Background: an optimization exercise with open tools, aiming at small area and a short achievable clock period. Do not read the settings as production practice. At most, simulation tests tie the RTL to the original design; equivalence was not proved. Function not checked in run 2: the RTL went through the layout flow alone. No activity file was given, so power comes from the tool's default toggle rates.

File: design/flow/design.v
module ts_packet_fifo_aoi222 (
  input  logic d0,
  input  logic d1,
  input  logic d2,
  input  logic s0,
  input  logic s1,
  input  logic s2,
  output logic y_n
);
  assign y_n = ~((d0 & s0) | (d1 & s1) | (d2 & s2));
endmodule
module ts_packet_fifo_aoi22 (
  input  logic d0,
  input  logic d1,
  input  logic s0,
  input  logic s1,
  output logic y_n
);
  assign y_n = ~((d0 & s0) | (d1 & s1));
endmodule
module ts_packet_fifo_nor2 (
  input  logic a,
  input  logic b,
  output logic y
);
  assign y = ~(a | b);
endmodule
module ts_packet_fifo_nand2 (
  input  logic a,
  input  logic b,
  output logic y
);
  assign y = ~(a & b);
endmodule
module ts_packet_fifo_dec #(
  parameter int NLO = 8,
  parameter int NHI = 64
) (
  input  logic [NLO-1:0]     lo_n,
  input  logic [NHI-1:0]     hi_n,
  output logic [NLO*NHI-1:0] row
);
  for (genvar j = 0; j < NHI; j++) begin : g_j
    for (genvar i = 0; i < NLO; i++) begin : g_i
      ts_packet_fifo_nor2 u_nor (.a(lo_n[i]), .b(hi_n[j]), .y(row[NLO*j+i]));
    end
  end
endmodule
module ts_packet_fifo_pdec #(
  parameter int NLO = 8,
  parameter int NHI = 8
) (
  input  logic [NLO-1:0]     lo,
  input  logic [NHI-1:0]     hi,
  output logic [NLO*NHI-1:0] y_n
);
  for (genvar j = 0; j < NHI; j++) begin : g_j
    for (genvar i = 0; i < NLO; i++) begin : g_i
      ts_packet_fifo_nand2 u_nand (.a(lo[i]), .b(hi[j]), .y(y_n[NLO*j+i]));
    end
  end
endmodule
module ts_packet_fifo_oh8 (
  input  logic [2:0] a,
  output logic [7:0] y
);
  always_comb begin
    for (int i = 0; i < 8; i++) begin
      y[i] = (a == 3'(i));
    end
  end
endmodule
module ts_packet_fifo #(
  parameter int DATA_WIDTH = 8,
  parameter int ADDR_WIDTH = 9,
  parameter int PKT_LEN = 188,
  parameter logic [DATA_WIDTH-1:0] SYNC_WORD = 8'h47
) (
  input  logic                  clk,
  input  logic                  rst_n,
  input  logic [DATA_WIDTH-1:0] in_data,
  input  logic                  in_valid,
  input  logic                  in_sop,
  output logic [DATA_WIDTH-1:0] out_data,
  output logic                  out_valid,
  input  logic                  out_ready,
  output logic                  out_sop,
  output logic                  out_eop,
  output logic [ADDR_WIDTH:0]   pkt_count,
  output logic                  drop_pulse
);
  localparam int DEPTH = 1 << ADDR_WIDTH;
  localparam int PW = ADDR_WIDTH + 1;
  localparam int CW = $clog2(PKT_LEN + 1);
  localparam int NG3 = DEPTH / 3;           
  localparam int NRD = NG3 + 1;             
  logic [DEPTH-1:0][DATA_WIDTH-1:0] r_mem;
  logic [PW-1:0]         r_wr_ptr;
  logic [PW-1:0]         r_wr_commit;
  logic [PW-1:0]         r_rd_ptr;
  logic [PW-1:0]         r_pkt_cnt;
  logic [CW-1:0]         r_wcnt;
  logic [CW-1:0]         r_rcnt;
  logic                  r_inpkt;
  logic                  r_drop;
  logic                  r_ov;
  logic                  r_sop;
  logic                  r_eop;
  logic [DATA_WIDTH-1:0] r_odata;
  logic [7:0]            r_ra_lo_n;
  logic [7:0]            r_ra_mid;
  logic [7:0]            r_ra_hi;
  logic [7:0]            r_wa_lo_n;
  logic [7:0]            r_wa_mid;
  logic [7:0]            r_wa_hi;
  logic [DATA_WIDTH-1:0] r_mwd;
  logic          w_start, w_good, w_full_c, w_full_w, w_last;
  logic          w_pkt_word, w_we, w_commit;
  logic [PW-1:0] w_base;
  assign w_start    = in_valid & in_sop;
  assign w_good     = (in_data == SYNC_WORD);
  assign w_base     = w_start ? r_wr_commit : r_wr_ptr;
  assign w_full_c   = ((r_wr_commit - r_rd_ptr) == PW'(DEPTH));
  assign w_full_w   = ((r_wr_ptr - r_rd_ptr) == PW'(DEPTH));
  assign w_last     = !w_start & (r_wcnt == CW'(PKT_LEN - 1));
  assign w_pkt_word = in_valid & r_inpkt;
  assign w_we       = w_start ? (w_good & !w_full_c) : (w_pkt_word & !w_full_w);
  assign w_commit   = w_we & w_last;
  always_ff @(posedge clk or negedge rst_n) begin
    if (!rst_n) begin
      r_inpkt     <= 1'b0;
      r_wr_ptr    <= '0;
      r_wr_commit <= '0;
      r_wcnt      <= '0;
      r_drop      <= 1'b0;
    end else begin
      r_drop <= 1'b0;
      if (w_we) begin
        r_drop   <= w_start & r_inpkt;
        r_wr_ptr <= w_base + 1'b1;
        if (w_last) begin
          r_wr_commit <= r_wr_ptr + 1'b1;
          r_wcnt      <= '0;
          r_inpkt     <= 1'b0;
        end else begin
          r_wcnt  <= w_start ? CW'(1) : r_wcnt + 1'b1;
          r_inpkt <= 1'b1;
        end
      end else if (w_start | w_pkt_word) begin
        r_drop   <= 1'b1;
        r_wr_ptr <= r_wr_commit;
        r_wcnt   <= '0;
        r_inpkt  <= 1'b0;
      end
    end
  end
  logic [7:0] w_wa_lo, w_wa_mid, w_wa_hi;
  ts_packet_fifo_oh8 u_wdec_lo  (.a(w_base[2:0]), .y(w_wa_lo));
  ts_packet_fifo_oh8 u_wdec_mid (.a(w_base[5:3]), .y(w_wa_mid));
  ts_packet_fifo_oh8 u_wdec_hi  (.a(w_base[8:6]), .y(w_wa_hi));
  always_ff @(posedge clk or negedge rst_n) begin
    if (!rst_n) begin
      r_wa_lo_n <= '1;
    end else begin
      r_wa_lo_n <= ~(w_wa_lo & {8{w_we}});
    end
  end
  always_ff @(posedge clk) begin
    r_wa_mid <= w_wa_mid;
    r_wa_hi  <= w_wa_hi;
    r_mwd    <= in_data;
  end
  logic [63:0]    w_wa_mh_n;
  logic [DEPTH-1:0] w_wrow;
  ts_packet_fifo_pdec #(.NLO(8), .NHI(8)) u_wdec_mh  (.lo(r_wa_mid), .hi(r_wa_hi), .y_n(w_wa_mh_n));
  ts_packet_fifo_dec #(.NLO(8), .NHI(64)) u_wdec_row (.lo_n(r_wa_lo_n), .hi_n(w_wa_mh_n), .row(w_wrow));
  always_ff @(posedge clk) begin
    for (int i = 0; i < DEPTH; i++) begin
      if (w_wrow[i]) begin
        r_mem[i] <= r_mwd;
      end
    end
  end
  logic [63:0]      w_ra_mh_n;
  logic [DEPTH-1:0] w_rrow;
  ts_packet_fifo_pdec #(.NLO(8), .NHI(8)) u_rdec_mh  (.lo(r_ra_mid), .hi(r_ra_hi), .y_n(w_ra_mh_n));
  ts_packet_fifo_dec #(.NLO(8), .NHI(64)) u_rdec_row (.lo_n(r_ra_lo_n), .hi_n(w_ra_mh_n), .row(w_rrow));
  logic [NRD-1:0][DATA_WIDTH-1:0] w_grp_n;
  for (genvar b = 0; b < DATA_WIDTH; b++) begin : g_bit
    for (genvar g = 0; g < NG3; g++) begin : g_rd3
      ts_packet_fifo_aoi222 u_rd (
        .d0(r_mem[3*g][b]), .d1(r_mem[3*g+1][b]), .d2(r_mem[3*g+2][b]),
        .s0(w_rrow[3*g]), .s1(w_rrow[3*g+1]), .s2(w_rrow[3*g+2]),
        .y_n(w_grp_n[g][b])
      );
    end
    ts_packet_fifo_aoi22 u_rd_last (
      .d0(r_mem[3*NG3][b]), .d1(r_mem[3*NG3+1][b]),
      .s0(w_rrow[3*NG3]), .s1(w_rrow[3*NG3+1]),
      .y_n(w_grp_n[NG3][b])
    );
  end
  logic [DATA_WIDTH-1:0] w_rdata;
  always_comb begin
    w_rdata = '0;
    for (int g = 0; g < NRD; g++) begin
      w_rdata = w_rdata | ~w_grp_n[g];
    end
  end
  logic          w_xfer, w_is_last, w_eop_x, w_avail0, w_avail1, w_avail, w_load;
  logic          w_nov, w_nsop, w_neop;
  logic [PW-1:0] w_rd1, w_rd2, w_nrd;
  logic [ADDR_WIDTH-1:0] w_nra;
  logic [7:0]    w_nra_lo, w_nra_mid, w_nra_hi;
  assign w_rd1     = r_rd_ptr + 1'b1;
  assign w_rd2     = r_rd_ptr + 2'd2;
  assign w_is_last = (r_rcnt == CW'(PKT_LEN - 1));
  assign w_xfer    = r_ov & out_ready;
  assign w_eop_x   = w_xfer & w_is_last;
  assign w_avail0  = (r_rd_ptr != r_wr_commit);
  assign w_avail1  = (w_rd1 != r_wr_commit);
  assign w_avail   = w_xfer ? w_avail1 : w_avail0;
  assign w_load    = !r_ov | w_xfer;
  assign w_nov     = w_load ? w_avail : r_ov;
  assign w_nrd     = w_xfer ? w_rd1 : r_rd_ptr;
  assign w_nsop    = w_nov & (w_xfer ? w_is_last : (r_rcnt == '0));
  assign w_neop    = w_nov & (w_xfer ? (r_rcnt == CW'(PKT_LEN - 2)) : w_is_last);
  assign w_nra     = w_xfer ? (w_avail1 ? w_rd2[ADDR_WIDTH-1:0] : w_rd1[ADDR_WIDTH-1:0])
                            : (w_nov ? w_rd1[ADDR_WIDTH-1:0] : r_rd_ptr[ADDR_WIDTH-1:0]);
  ts_packet_fifo_oh8 u_rdec_lo  (.a(w_nra[2:0]), .y(w_nra_lo));
  ts_packet_fifo_oh8 u_rdec_mid (.a(w_nra[5:3]), .y(w_nra_mid));
  ts_packet_fifo_oh8 u_rdec_hi  (.a(w_nra[8:6]), .y(w_nra_hi));
  always_ff @(posedge clk or negedge rst_n) begin
    if (!rst_n) begin
      r_rd_ptr  <= '0;
      r_ra_lo_n <= ~8'd1;
      r_ra_mid  <= 8'd1;
      r_ra_hi   <= 8'd1;
      r_ov      <= 1'b0;
      r_sop     <= 1'b0;
      r_eop     <= 1'b0;
      r_odata   <= '0;
      r_rcnt    <= '0;
      r_pkt_cnt <= '0;
    end else begin
      r_rd_ptr  <= w_nrd;
      r_ra_lo_n <= ~w_nra_lo;
      r_ra_mid  <= w_nra_mid;
      r_ra_hi   <= w_nra_hi;
      r_ov      <= w_nov;
      r_sop     <= w_nsop;
      r_eop     <= w_neop;
      r_pkt_cnt <= r_pkt_cnt + PW'(w_commit) - PW'(w_eop_x);
      if (w_xfer) begin
        r_rcnt <= w_is_last ? '0 : r_rcnt + 1'b1;
      end
      if (w_load & w_avail) begin
        r_odata <= w_rdata;
      end
    end
  end
  assign out_data   = r_odata;
  assign out_valid  = r_ov;
  assign out_sop    = r_sop;
  assign out_eop    = r_eop;
  assign pkt_count  = r_pkt_cnt;
  assign drop_pulse = r_drop;
endmodule
File: design/flow/run.sh
#!/bin/bash
# synth_recipe.tcl (not shown) runs the flow's synth.tcl, then flattens the netlist and writes it again
# the make line also repeats each setting of config.mk as NAME=value (left out here)
make -C /OpenROAD-flow-scripts/flow DESIGN_CONFIG=/design/flow/config.mk WORK_HOME=/design/flow/orfs CLKGATE_MAP_FILE= SYNTH_SCRIPT=/design/flow/synth_recipe.tcl finish
File: design/flow/config.mk
export PLATFORM = sky130hd
export DESIGN_NAME = ts_packet_fifo
export DESIGN_NICKNAME = ts_packet_fifo
export VERILOG_FILES = /design/flow/design.v
export SDC_FILE = /design/flow/constraint.sdc
export NUM_CORES = 4
export LEC_CHECK = 0
export CAP_MARGIN = 20
export CORE_MARGIN = 2
export CORE_UTILIZATION = 50
export SLEW_MARGIN = 20
export SYNTH_HIERARCHICAL = 1
File: design/flow/constraint.sdc
create_clock -name core_clock -period 8.0 [get_ports {clk}]
set_input_delay 1.6000 -clock core_clock [delete_from_list [all_inputs] [get_ports {clk}]]
set_output_delay 1.6000 -clock core_clock [all_outputs]
set_load 0.01 [all_outputs]
==> flow_summary.json, run 1 <==
{
  "rsz0062_at_grt": "false",
  "holdBufCountCts": 0,
  "min_path_type": "reg2reg",
  "clk_latency_ns": 0.96,
  "ys_types": 74,
  "slew_headroom": 0.1811,
  "clk_path_buf_depth": 4,
  "cap_violations": 0,
  "dieArea_um2": 306200,
  "fin_nets": 8398,
  "reg2reg_depth": 22,
  "cpLargestDelayFamily": "compound AO/OA/AOI/OAI gates",
  "worst_slew_pin_slew_ns": 1.228,
  "finalCritPeriodShare": 0.6772,
  "hold_viol": 0,
  "remaining_drc_errors": 0,
  "cts_tree": "yes",
  "vias": 88074,
  "final-setup-viol-count": 0,
  "clk_pin_slew_ns": 0.06,
  "crit_path_max_incr_delay_ns": 0.60,
  "cellPowerDensity_nw_per_um2": 281.0,
  "ys_warn_count": 8,
  "finClkSkew_ns": 0.07079,
  "clock.fmax_mhz": 184.6,
  "ant_nets": 0,
  "drive_gt1_frac": 0.08982,
  "gr-usage-all-layers": 0.2757,
  "io_pins": 35,
  "grt_pass1_wl_um": 612100,
  "coreArea_um2": 300000,
  "synthesis.nets": 7864,
  "fill_cells": 22313,
  "cp_slowest_cell": "a2111oi_0",
  "required_ns": 8.83,
  "holdPathStages": 1,
  "setup.worst_path.start_class": "flop",
  "start_util": 0.5030,
  "cp.arrival_ns": 6.25,
  "synth-edff-count": 4096,
  "crit_buf_inv": 3,
  "status": "no timing/DRC/antenna violations",
  "ys_seq_area_frac": 0.8351,
  "cp_max_fo": 15,
  "slew_violations": 0,
  "grt_overflow_total": 0,
  "stdcell_area_um2": 170600,
  "synth_area_per_cell_um2": 19.31,
  "layout_common_cells": "edfxtp_1 (4096), a222oi_1 (1360), nor2_1 (1060)",
  "syn2layout_area_growth_pct": 13.03,
  "ctsResizeCount": 0,
  "io_buffer_count": 34,
  "place_area_um2": 157300,
  "rows": 201,
  "cts_buffers": 415,
  "fin_tns_setup_ns": 0,
  "synth-async-reset-ratio": 0.02393,
  "gp_congestion": 0.8969,
  "critical_path_class": "reg2reg",
  "mostFrequentLayoutCell": "edfxtp_1",
  "antenna_found_initial": 16,
  "peakVddDrop_uv": 192.2,
  "syn_inst": 7814,
  "crit_path_end_kind": "flop",
  "crit_chain": "inv_1 -> ha_1 -> a21oi_1 -> nand2b_1 -> nand3_1 -> a2111oi_0 -> o2111ai_2 -> nand3_2 -> or3_4 -> ha_1 -> inv_1 -> ha_1 -> inv_1 -> fa_1 -> nor2b_1 -> o21ai_0 -> a21boi_0 -> o21ai_0 -> nand2b_1 -> a21o_1 -> a21oi_1 -> xnor2_1",
  "grt_pass1_vias": 84615,
  "netlist_area_um2": 150900,
  "clockRootBuffer": "clkbuf_16",
  "htreeDepth": 5,
  "dp_hpwl_um": 263300,
  "cts_num_sinks": 4221,
  "setup_ws_ns": 2.583,
  "ys.flop_type": "edfxtp_1",
  "grt_start_max_net_pins": 184,
  "drt-total-wl_um": 434000,
  "cts_setup_buffers": 0,
  "die_height_um": 553.4,
  "drt-initial-drc-count": 18288,
  "avgViaCountPerCell": 6.966,
  "dp_worst_setup_slack_ns": 1.708,
  "yosys_register_bits": 4221,
  "drt-wirelength-per-cell_um": 34.32,
  "worst-path-stages": 22,
  "power_leakage_nw": 52.11,
  "fin_hold_ws_ns": 0.5064,
  "first_pass_iters": 15,
  "die_x_um": 553.4,
  "period_needed_ns": 5.417
}
[Yosys cell counts (all sizes together), types with 21 or more instances]
cell,instances,area (um2)
inv,51,191.4
a21oi,23,118.9
edfxtp,4096,123000
xnor2,38,332.8
o21ai,47,239.0
nand4,364,2277
nor3,37,185.2
nor2,1060,3979
nand2,200,750.7
nand3,44,225.2
nor3b,21,157.7
a222oi,1360,13610
dfrtp,84,2102
dfxtp,24,480.5
ha,36,450.4
nor4,84,525.5
[flip-flops by register name, summed over array words and instances (netlist names)]
| register | flops |
|---|---|
| r_mem | 4096 |
| r_pkt_cnt | 10 |
| r_rd_ptr | 10 |
| r_wr_commit | 10 |
| r_wr_ptr | 10 |
| r_mwd | 8 |
| r_odata | 8 |
| r_ra_hi | 8 |
| r_ra_lo_n | 8 |
| r_ra_mid | 8 |
| r_rcnt | 8 |
| r_wa_hi | 8 |
| r_wa_lo_n | 8 |
| r_wa_mid | 8 |
| r_wcnt | 8 |
| r_drop | 1 |
| r_eop | 1 |
| r_inpkt | 1 |
| r_ov | 1 |
| r_sop | 1 |
[cells by family (layout without fill, tap and decap cells)]
| kind of cell | after synthesis | in the layout | share of synthesized area |
|---|---|---|---|
| other cells | 0 | 2 | 0 |
| xor+xnor | 53 | 53 | 0.003225 |
| buf+inv | 80 | 950 | 0.002114 |
| mux | 20 | 20 | 0.001534 |
| simple gates | 1891 | 1891 | 0.05777 |
| fa+ha+maj | 37 | 37 | 0.003118 |
| compound gates | 1512 | 1512 | 0.09710 |
| flops | 4221 | 4221 | 0.8351 |
[area by class of cell]
class / count / area, um2 / share of cell area
multi-input combinational: 3513 / 24630 / 0.1444
inverter: 51 / 191.4 / 0.001122
antenna: 2 / 5.005 / 0.00002934
sequential: 4221 / 126100 / 0.7394
timing repair buffer: 146 / 1391 / 0.008157
tap: 3958 / 4952 / 0.02903
clock buffer: 520 / 11000 / 0.06449
clock inverter: 233 / 2273 / 0.01333
[per-layer routing]
layer  part of all wire  global-route usage  wire [um]
met1               0.39              0.3953     167800
met2               0.46              0.4233     198700
met3               0.12             0.05609      51490
met4              0.037             0.09513      15920
met5           0.000076                   0         33
[worst reg2reg max path: stages (launching register included)]
cell and delay (ns):
dfrtp_1 0.46, inv_1 0.28, ha_1 0.34, a21oi_1 0.21
nand2b_1 0.17, nand3_1 0.15, a2111oi_0 0.60, o2111ai_2 0.34
nand3_2 0.38, or3_4 0.35, ha_1 0.28, inv_1 0.06
ha_1 0.17, inv_1 0.08, fa_1 0.42, nor2b_1 0.11
o21ai_0 0.10, a21boi_0 0.25, o21ai_0 0.12, nand2b_1 0.12
a21o_1 0.13, a21oi_1 0.07, xnor2_1 0.13
[modules after synthesis (local to each module, per instance), a selection]
module	cells	copies in the design	flops+latches	area, um2
ts_packet_fifo_oh8	8	6	0	65.06
ts_packet_fifo_nand2	1	128	0	3.754
ts_packet_fifo	5246	1	4221	132500
ts_packet_fifo_aoi222	1	1360	0	10.01
ts_packet_fifo_aoi22	1	8	0	12.51
ts_packet_fifo_nor2	1	1024	0	3.754
[power breakdown]
group,switching [mW],internal (mW)
Combinational,2.75,0.855
Sequential,0.888,24.5
Clock,8.21,10.8
Total,11.8,36.1
[worst paths after layout]
check                                   startpoint                      to  slack, ns
max                        r_rd_ptr[3]$_DFFE_PN0P_  r_pkt_cnt[8]$_DFF_PN0_       2.58
min in group asynchronous                    rst_n        r_drop$_DFF_PN0_       0.67
max in group asynchronous                    rst_n  r_ra_lo_n[0]$_DFF_PN0_       5.95
min                          r_wcnt[6]$_DFFE_PN0P_   r_wcnt[6]$_DFFE_PN0P_       0.51
min reg2reg                  r_wcnt[6]$_DFFE_PN0P_   r_wcnt[6]$_DFFE_PN0P_       0.51
max reg2reg                r_rd_ptr[3]$_DFFE_PN0P_  r_pkt_cnt[8]$_DFF_PN0_       2.58
[through the flow]
step / util / std cells / power (mW)
after floorplan: - / 7814 / 26.78
after global placement: 0.5239 / 11887 / 29.25
after detailed placement: 0.5241 / 11889 / 29.31
after CTS: 0.5684 / 12642 / 48.06
after global routing: 0.5685 / 12643 / 49.11
final: 0.5685 / 12644 / 47.93
==> inputs of run 2 (changes only) <==
==> design/flow/design.v (replaced) <==
module ts_packet_fifo #(
  parameter int DATA_WIDTH = 8,
  parameter int ADDR_WIDTH = 9,
  parameter int PKT_LEN = 188,
  parameter logic [DATA_WIDTH-1:0] SYNC_WORD = 8'h47
) (
  input  logic                  clk,
  input  logic                  rst_n,
  input  logic [DATA_WIDTH-1:0] in_data,
  input  logic                  in_valid,
  input  logic                  in_sop,
  output logic [DATA_WIDTH-1:0] out_data,
  output logic                  out_valid,
  input  logic                  out_ready,
  output logic                  out_sop,
  output logic                  out_eop,
  output logic [ADDR_WIDTH:0]   pkt_count,
  output logic                  drop_pulse
);
  localparam int DEPTH = 1 << ADDR_WIDTH;
  localparam int PW = ADDR_WIDTH + 1;
  localparam int CW = $clog2(PKT_LEN + 1);
  typedef enum logic [1:0] {
    W_IDLE,
    W_PKT,
    W_DROP
  } wst_t;
  logic [DATA_WIDTH-1:0] r_mem [DEPTH];
  logic [PW-1:0]         r_wr_ptr;
  logic [PW-1:0]         r_wr_commit;
  logic [PW-1:0]         r_rd_ptr;
  logic [PW-1:0]         r_pkt_cnt;
  logic [CW-1:0]         r_wcnt;
  logic [CW-1:0]         r_rcnt;
  wst_t                  r_wst;
  logic                  r_drop;
  logic                  r_ov;
  logic [DATA_WIDTH-1:0] r_odata;
  logic          w_start;
  logic          w_good;
  logic [PW-1:0] w_base;
  logic [PW-1:0] w_occ;
  logic          w_full;
  logic [CW-1:0] w_idx;
  logic          w_last;
  logic          w_pkt_word;
  logic          w_we;
  logic          w_commit;
  logic          w_xfer;
  logic          w_eop_x;
  logic [PW-1:0] w_fetch;
  logic          w_avail;
  logic          w_load;
  assign w_start    = in_valid & in_sop;
  assign w_good     = w_start & (in_data == SYNC_WORD);
  assign w_base     = w_start ? r_wr_commit : r_wr_ptr;
  assign w_occ      = w_base - r_rd_ptr;
  assign w_full     = (w_occ == PW'(DEPTH));
  assign w_idx      = w_start ? '0 : r_wcnt;
  assign w_last     = (w_idx == CW'(PKT_LEN - 1));
  assign w_pkt_word = in_valid & (r_wst == W_PKT);
  assign w_we       = !w_full & (w_start ? w_good : w_pkt_word);
  assign w_commit   = w_we & w_last;
  assign w_xfer  = r_ov & out_ready;
  assign w_eop_x = w_xfer & (r_rcnt == CW'(PKT_LEN - 1));
  assign w_fetch = r_rd_ptr + PW'(w_xfer);
  assign w_avail = (w_fetch != r_wr_commit);
  assign w_load  = !r_ov | w_xfer;
  always_ff @(posedge clk) begin
    if (w_we) begin
      r_mem[w_base[ADDR_WIDTH-1:0]] <= in_data;
    end
  end
  always_ff @(posedge clk or negedge rst_n) begin
    if (!rst_n) begin
      r_wst       <= W_IDLE;
      r_wr_ptr    <= '0;
      r_wr_commit <= '0;
      r_wcnt      <= '0;
      r_drop      <= 1'b0;
    end else begin
      r_drop <= 1'b0;
      if (w_we) begin
        r_drop   <= w_start & (r_wst == W_PKT);
        r_wr_ptr <= w_base + 1'b1;
        if (w_last) begin
          r_wr_commit <= w_base + 1'b1;
          r_wcnt      <= '0;
          r_wst       <= W_IDLE;
        end else begin
          r_wcnt <= w_idx + 1'b1;
          r_wst  <= W_PKT;
        end
      end else if (w_start | w_pkt_word) begin
        r_drop   <= 1'b1;
        r_wr_ptr <= r_wr_commit;
        r_wcnt   <= '0;
        r_wst    <= W_DROP;
      end
    end
  end
  always_ff @(posedge clk or negedge rst_n) begin
    if (!rst_n) begin
      r_rd_ptr  <= '0;
      r_ov      <= 1'b0;
      r_odata   <= '0;
      r_rcnt    <= '0;
      r_pkt_cnt <= '0;
    end else begin
      r_rd_ptr  <= w_fetch;
      r_pkt_cnt <= r_pkt_cnt + PW'(w_commit) - PW'(w_eop_x);
      if (w_xfer) begin
        r_rcnt <= w_eop_x ? '0 : r_rcnt + 1'b1;
      end
      if (w_load) begin
        r_ov <= w_avail;
        if (w_avail) begin
          r_odata <= r_mem[w_fetch[ADDR_WIDTH-1:0]];
        end
      end
    end
  end
  assign out_data   = r_odata;
  assign out_valid  = r_ov;
  assign out_sop    = r_ov & (r_rcnt == '0);
  assign out_eop    = r_ov & (r_rcnt == CW'(PKT_LEN - 1));
  assign pkt_count  = r_pkt_cnt;
  assign drop_pulse = r_drop;
endmodule
--- a/design/flow/config.mk
+++ b/design/flow/config.mk
@@ -10,3 +10,2 @@
 export CORE_UTILIZATION = 50
 export SLEW_MARGIN = 20
-export SYNTH_HIERARCHICAL = 1
==> run 2 against run 1 <==
Net effect: still clean on timing, DRC and antenna; power up 38%; setup slack worse by 1.0 ns; clock power up 6%; critical path depth down 6; clock skew down 0.030 ns; combinational power rose to 6.1 times the previous value; count of clock-buffer cells in the layout down 14; cell area up 7.3%; global-route usage down 2.6 points; non-clock buffer count up 117; sequential cell count down 57; synthesized cell count down 7.4%; largest cell class unchanged.
==> flow_summary.json, run 2 <==
{
  "yosys_register_bits": 4164,
  "min_path_type": "in2async",
  "synth_most_common_cell": "edfxtp_1",
  "clock.fmax_mhz": 155.3,
  "grt_start_max_net_pins": 184,
  "io_pins": 35,
  "yosysTopAreaCell": "edfxtp_1",
  "drive_gt1_frac": 0.2784,
  "slew_headroom": 0.2022,
  "rows": 209,
  "coreArea_um2": 323500,
  "finalCritPeriodShare": 0.8050,
  "cellPowerDensity_nw_per_um2": 361.7,
  "cts_tree": "yes",
  "ys.flop_type": "edfxtp_1",
  "peakVddDrop_uv": 489.5,
  "ctsResizeCount": 0,
  "cts_buffers": 421,
  "layout_common_cells": "edfxtp_1 (4096), mux4_2 (1260), nor2_1 (559)",
  "ys_seq_area_frac": 0.7687,
  "p_int_mw": 45.64,
  "status": "no timing/DRC/antenna violations",
  "slew_violations": 0,
  "first_pass_iters": 5,
  "grt_pass1_vias": 77001,
  "cap_violations": 0,
  "htreeDepth": 5,
  "p_switching_mw": 20.56,
  "clk_pin_slew_ns": 0.06,
  "antenna_found_initial": 22,
  "critical_path_class": "in2reg",
  "fin_hold_ws_ns": 0.4574,
  "pwr-share-clk": 0.304,
  "grt_overflow_total": 0,
  "fin_nets": 7539,
  "ys_warn_count": 1,
  "cts_num_sinks": 4164,
  "vias": 77159,
  "clk_latency_ns": 0.97,
  "power_mw": 66.20,
  "fin_tns_setup_ns": 0,
  "clockRootBuffer": "clkbuf_16",
  "drt-wirelength-per-cell_um": 33.76,
  "fin_cells": 12188,
  "start_util": 0.5015,
  "cts_setup_buffers": 0,
  "setup_ws_ns": 1.560,
  "io_buffer_count": 34,
  "drt-total-wl_um": 411500,
  "die_height_um": 573.6,
  "ys_top_cells_by_count": "edfxtp_1 (4096), mux4_2 (1260), nor2_1 (564)",
  "synth_area_leaders": "edfxtp_1 (76%), mux4_2 (17%), nor2_1 (1.3%)",
  "ant_nets": 0,
  "largest_reg_flops": 4096,
  "cp.arrival_ns": 7.02,
  "netlist_area_um2": 162200,
  "synth_top_area_share": 0.7583,
  "holdBufCountCts": 0,
  "ys_types": 63,
  "dieArea_um2": 329000,
  "cp_max_fo": 17,
  "p_seq_frac": 0.365,
  "syn_inst": 7235,
  "grt_pass1_wl_um": 587100,
  "worst_slew_pin_slew_ns": 1.195,
  "gp_congestion": 0.9377,
  "required_ns": 8.58,
  "dp_worst_setup_slack_ns": 0.6825,
  "setup.worst_path.start_class": "input port",
  "avgViaCountPerCell": 6.331,
  "drt-initial-drc-count": 9783,
  "rsz0062_at_grt": "false",
  "synth-edff-count": 4096,
  "remaining_drc_errors": 0,
  "crit_path_end_kind": "flop",
  "pwr-share-comb": 0.331,
  "finClkSkew_ns": 0.04080,
  "dp_hpwl_um": 245600,
  "final-setup-viol-count": 0,
  "power_leakage_nw": 56.52,
  "clk_path_buf_depth": 4,
  "die_x_um": 573.6,
  "swShare": 0.3105,
  "synthesis.nets": 7277,
  "synth-async-reset-ratio": 0.01633,
  "synth_area_per_cell_um2": 22.42,
  "period_needed_ns": 6.440,
  "hold_viol": 0,
  "gr-usage-all-layers": 0.2492,
  "placedCellCount": 11398,
  "mostFrequentLayoutCell": "edfxtp_1",
  "syn2layout_area_growth_pct": 12.84
}
[run 2: cell count changes after synthesis, sizes merged, moves of 188 or more]
cell    before   now
nand4      364    27
clkbuf      17   224
a222oi    1360     0
nor2      1060   564
buf         12   200
mux4         0  1260
[run 2: path summary, 6_finish.rpt]
check                                       from                       to  slack [ns]  cells after the start
max in group asynchronous                  rst_n    r_rd_ptr[6]$_DFF_PN0_        6.38                      2
hold reg to reg            r_rcnt[6]$_DFFE_PN0P_    r_rcnt[6]$_DFFE_PN0P_        0.50                      1
setup / recovery                        in_valid  r_mem[403][7]$_DFFE_PP_        1.56                     16
setup reg to reg                r_ov$_DFFE_PN0N_   r_odata[3]$_DFFE_PN0P_        2.56                     15
hold / removal                             rst_n   r_pkt_cnt[4]$_DFF_PN0_        0.46                      1
min in group core_clock    r_rcnt[6]$_DFFE_PN0P_    r_rcnt[6]$_DFFE_PN0P_        0.50                      1
[run 2: area by class of cell]
class | instances | area (um2)
fillers | 23442 | 140400
flip-flops and latches | 4164 | 124700
multi-input cells | 2598 | 35690
clock buffers | 506 | 10990
well taps | 4325 | 5411
clock inverters | 276 | 3172
repair buffers | 263 | 2854
inverters | 49 | 198.9
diodes | 7 | 17.52
[run 2: critical path, cell delays in order]
cell             delay [ns]
clkdlybuf4s50_1        0.50
nand2_1                0.47
mux2i_1                0.53
inv_1                  0.21
ha_1                   0.42
a21oi_1                0.23
a21oi_1                0.13
o2111a_1               0.28
o22ai_1                0.28
o21ai_2                0.11
buf_4                  0.22
nor3_1                 0.16
buf_4                  0.21
nand3_4                0.46
buf_4                  0.48
nor2_1                 0.62
[run 2: power by group through the flow]
stage                     registers (mW)  clock network [mW]  logic, mW
final                               24.1                20.1       21.9
after global routing                24.1                21.2       22.9
after CTS                           24.1                20.4       22.2
after detailed placement            24.6                   0       22.2
after global placement              24.6                   0       22.1
after floorplan                     24.6                   0       14.1
[run 2: cell families (layout without fill, tap and decap cells)]
family / count (synthesis) / in the layout / synth area share
other: 0 / 7 / 0
AOI/OAI and AO/OA: 255 / 255 / 0.01061
buffers and inverters: 473 / 1094 / 0.01304
adders and majority gates: 29 / 29 / 0.002283
muxes: 1315 / 1315 / 0.1785
and+or+nand+nor: 960 / 960 / 0.02471
DFF: 4164 / 4164 / 0.7687
xor gates and xnor gates: 39 / 39 / 0.002152
[run 2: metal layers]
metal	track usage	part of all wire
met5	0	0.000058
met4	0.06894	0.028
met3	0.03996	0.082
met2	0.3926	0.48
met1	0.3658	0.41
[run 2: per-stage QoR]
stage	cell area [um2]	utilization
6_report	183000	0.5658
5_1_grt	183000	0.5658
4_1_cts	183000	0.5657
3_5_place_dp	168800	0.5219
3_3_place_gp	168800	0.5218
2_1_floorplan	162200	-

-- static timing again, ports no longer ideal --
The results above use ideal ports. As a check the final layouts listed here were re-extracted and re-timed, cells and wires unchanged.
Step 1 sets driving cells, clkbuf_16 on the clock port and buf_2 on the other inputs (assumed; they add their load-dependent delay and slew).
Step 2 moves the port delays by t, midway between the first and last clock arrival at a register: inputs arrive t later, outputs are due t later. That takes back most of the time a late clock gives input paths.
Slacks: ideal ports / drivers / drivers and shift; pairs: ideal ports / drivers.
| run | shift t [ns] | slack for setup (ns) | latest minus earliest clock arrival (ns) | worst data-port slew with drivers (ns) | cell pins on the clock port's net |
|---|---|---|---|---|---|
| run 1 | 1.034 | 2.583 / 2.583 / 1.688 | 0.088 / 0.087 | 0.05 | 1 |
| run 2 | 1.048 | 1.560 / 1.538 / 0.489 | 0.041 / 0.041 | 0.14 | 1 |
After both steps setup and hold are still met in every run listed. The setup slack of run 2, which loses most, moves by -0.022 ns with the drivers and by -1.071 ns with both steps.
